Source: an optimization exercise on an open RTL-to-GDS flow (aim: small area and a short achievable clock period). Production flows keep margins and buffers that such runs may drop.
In this exercise RTL edits were held to simulation tests only and were not proved equivalent to the original.
Power is estimated from default activity; no workload was simulated.

## run 1
==> flow/design.v <==
module dm_responder #(
  parameter int NCORES = 4,
  parameter int AW     = 7
) (
  input  logic                 clock,
  input  logic                 rst_n,
  input  logic                 start,
  input  logic [NCORES*16-1:0] core_addr,
  input  logic [NCORES*16-1:0] core_wdata,
  input  logic [NCORES-1:0]    core_we,
  input  logic [NCORES-1:0]    core_end,
  output logic [NCORES*2-1:0]  core_status,
  output logic [NCORES*16-1:0] core_rdata,
  input  logic [AW-1:0]        host_addr,
  input  logic [15:0]          host_wdata,
  input  logic                 host_we,
  output logic [15:0]          host_rdata,
  output logic                 busy,
  output logic                 done
);
  localparam int PW = $clog2(NCORES);
  localparam logic [1:0] S_IDLE = 2'd0;
  localparam logic [1:0] S_RUN  = 2'd1;
  localparam logic [1:0] S_DONE = 2'd2;
  localparam logic [1:0] ST_IDLE  = 2'b00;
  localparam logic [1:0] ST_RUN   = 2'b01;
  localparam logic [1:0] ST_STALL = 2'b10;
  localparam logic [1:0] ST_FIN   = 2'b11;
  logic [1:0]        state;
  logic [NCORES-1:0] slot_full;
  logic [NCORES-1:0] fin;
  logic [AW-1:0]     slot_addr [NCORES];
  logic [15:0]       slot_data [NCORES];
  logic [PW-1:0]     rr_ptr;
  logic [PW-1:0]     rr_next;
  logic [15:0]       mem [2**AW];
  logic              grant_valid;
  logic [PW-1:0]     grant_idx;
  logic              all_clear;
  logic              unused_addr_bits;
  assign unused_addr_bits = ^core_addr;
  assign busy      = (state == S_RUN);
  assign done      = (state == S_DONE);
  assign all_clear = (&fin) && !(|slot_full);
  always_comb begin
    core_status = '0;
    for (int i = 0; i < NCORES; i++) begin
      if (state == S_DONE) begin
        core_status[2*i +: 2] = ST_FIN;
      end else if (state == S_RUN) begin
        if (fin[i] && !slot_full[i])  core_status[2*i +: 2] = ST_FIN;
        else if (slot_full[i])        core_status[2*i +: 2] = ST_STALL;
        else                          core_status[2*i +: 2] = ST_RUN;
      end else begin
        core_status[2*i +: 2] = ST_IDLE;
      end
    end
  end
  always_comb begin
    int            cand;
    logic [PW-1:0] cand_idx;
    grant_valid = 1'b0;
    grant_idx   = '0;
    cand        = 0;
    cand_idx    = '0;
    for (int k = NCORES - 1; k >= 0; k--) begin
      cand     = (int'(rr_ptr) + k) % NCORES;
      cand_idx = PW'(cand);
      if (slot_full[cand_idx]) begin
        grant_valid = 1'b1;
        grant_idx   = cand_idx;
      end
    end
  end
  assign rr_next = (grant_idx == PW'(NCORES - 1)) ? '0 : grant_idx + 1'b1;
  always_ff @(posedge clock) begin
    if (!rst_n) begin
      state     <= S_IDLE;
      slot_full <= '0;
      fin       <= '0;
      rr_ptr    <= '0;
    end else begin
      case (state)
        S_IDLE: if (start) begin
          state <= S_RUN;
          fin   <= '0;
        end
        S_RUN: begin
          if (all_clear) state <= S_DONE;
          for (int i = 0; i < NCORES; i++)
            if (core_end[i]) fin[i] <= 1'b1;
        end
        S_DONE: if (start) begin
          state <= S_RUN;
          fin   <= '0;
        end
        default: state <= S_IDLE;
      endcase
      if (grant_valid) begin
        slot_full[grant_idx] <= 1'b0;
        rr_ptr               <= rr_next;
      end
      for (int i = 0; i < NCORES; i++) begin
        if (core_status[2*i +: 2] == ST_RUN && core_we[i]) begin
          slot_full[i] <= 1'b1;
          slot_addr[i] <= core_addr[16*i +: AW];
          slot_data[i] <= core_wdata[16*i +: 16];
        end
      end
    end
  end
  always_ff @(posedge clock) begin
    if (rst_n) begin
      if (grant_valid)
        mem[slot_addr[grant_idx]] <= slot_data[grant_idx];
      else if (host_we && state != S_RUN)
        mem[host_addr] <= host_wdata;
    end
  end
  always_ff @(posedge clock) begin
    if (!rst_n) begin
      core_rdata <= '0;
      host_rdata <= '0;
    end else begin
      for (int i = 0; i < NCORES; i++)
        core_rdata[16*i +: 16] <= mem[core_addr[16*i +: AW]];
      host_rdata <= mem[host_addr];
    end
  end
endmodule
clock: 4.0 ns
lec_check: 0
cap_margin: 20
core_margin: 2
core_utilization: 40
slew_margin: 20
run.sh (not shown) runs the stock make flow with config.mk's settings and CLKGATE_MAP_FILE= SYNTH_SCRIPT=/design/flow/synth_recipe.tcl, a recipe that flattens the netlist after the stock synthesis.
Run 1 closes out successfully: all stages finished, all timing, DRC and antenna checks passed.
Edits applied to the flow inputs when going from run 1 to run 2:
Settings: CORE_UTILIZATION now 50, was 40.
## What came out
Nothing crashed in run 2 and all stages finished; the problem is that the final layout failed, the offending checks being negative setup slack.
Routed wire length on met2 came out lower on run 2 than on run 1.
[run 2] final sum of negative setup slack fell 0.30 ns relative to run 1
Comparing run 2 and run 1, the lower global-route usage was measured on run 1.
Going from run 1 to run 2, the portion of total power attributed to the clock network was found to have gone up by 0.3 points.
Looking at worst setup slack, run 2 sits 0.32 ns below run 1.
Delta (run 2 minus run 1): worst slew margin relative to its limit went down by 19 points; fraction of area in non-clock buffers fell 0.41 points.
NOTE: static leakage in run 2 falls short of that of run 1
Setup changes, run 2 to run 3
Settings: CORE_UTILIZATION now 40, was 50; SETUP_SLACK_MARGIN now 0.3, previously not set.
Run 3 finished every step from synthesis to the final layout, and the layout passed the timing, DRC and antenna checks.
Relative to run 2, the number of rows in the core area measured on run 3 has increased by more than 10%.
From run 2 to run 3 the numbers moved as follows: overall die width now larger, final hold slack now smaller, initial standard-cell utilization of the core now smaller, arrival time at the worst endpoint now smaller.
| via count | run 2 vs run 3 | ≈ equal |
Run 2 reports its destination of the critical timing path as core_rdata[48] while run 3 reports core_rdata[32].
Post-synthesis net count of run 2 is on par with run 3.

re-timing with driven ports:
The flow's constraints put no driver on any port. The routed layouts listed below were extracted and timed again, unchanged, in two steps.
Step 1 (the two cells are an assumption about what drives the block):
set clk [get_ports {clock}]
set_driving_cell -lib_cell sky130_fd_sc_hd__clkbuf_16 $clk
set_driving_cell -lib_cell sky130_fd_sc_hd__buf_2 [delete_from_list [all_inputs] $clk]
Step 2, shift: input delay + t, output delay - t, t = (earliest + latest rising clock arrival at the registers) / 2. This alone moves slack from input paths to output paths.
a / b / c = no drivers / after step 1 / after step 2; a / b = the first two.
run	t (ns)	setup slack, ns	worst data-port slew with drivers (ns)
run 1	1.075	0.121 / 0.121 / -0.686	0.13
run 2	1.058	-0.200 / -0.110 / -1.169	0.22
run 3	1.087	0.176 / 0.242 / -0.845	0.09
With both steps, setup timing fails in run 1 and run 3, where it was met with ideal ports. For run 3, which loses most, drivers alone change the setup slack by +0.066 ns; drivers and shift together by -1.021 ns.
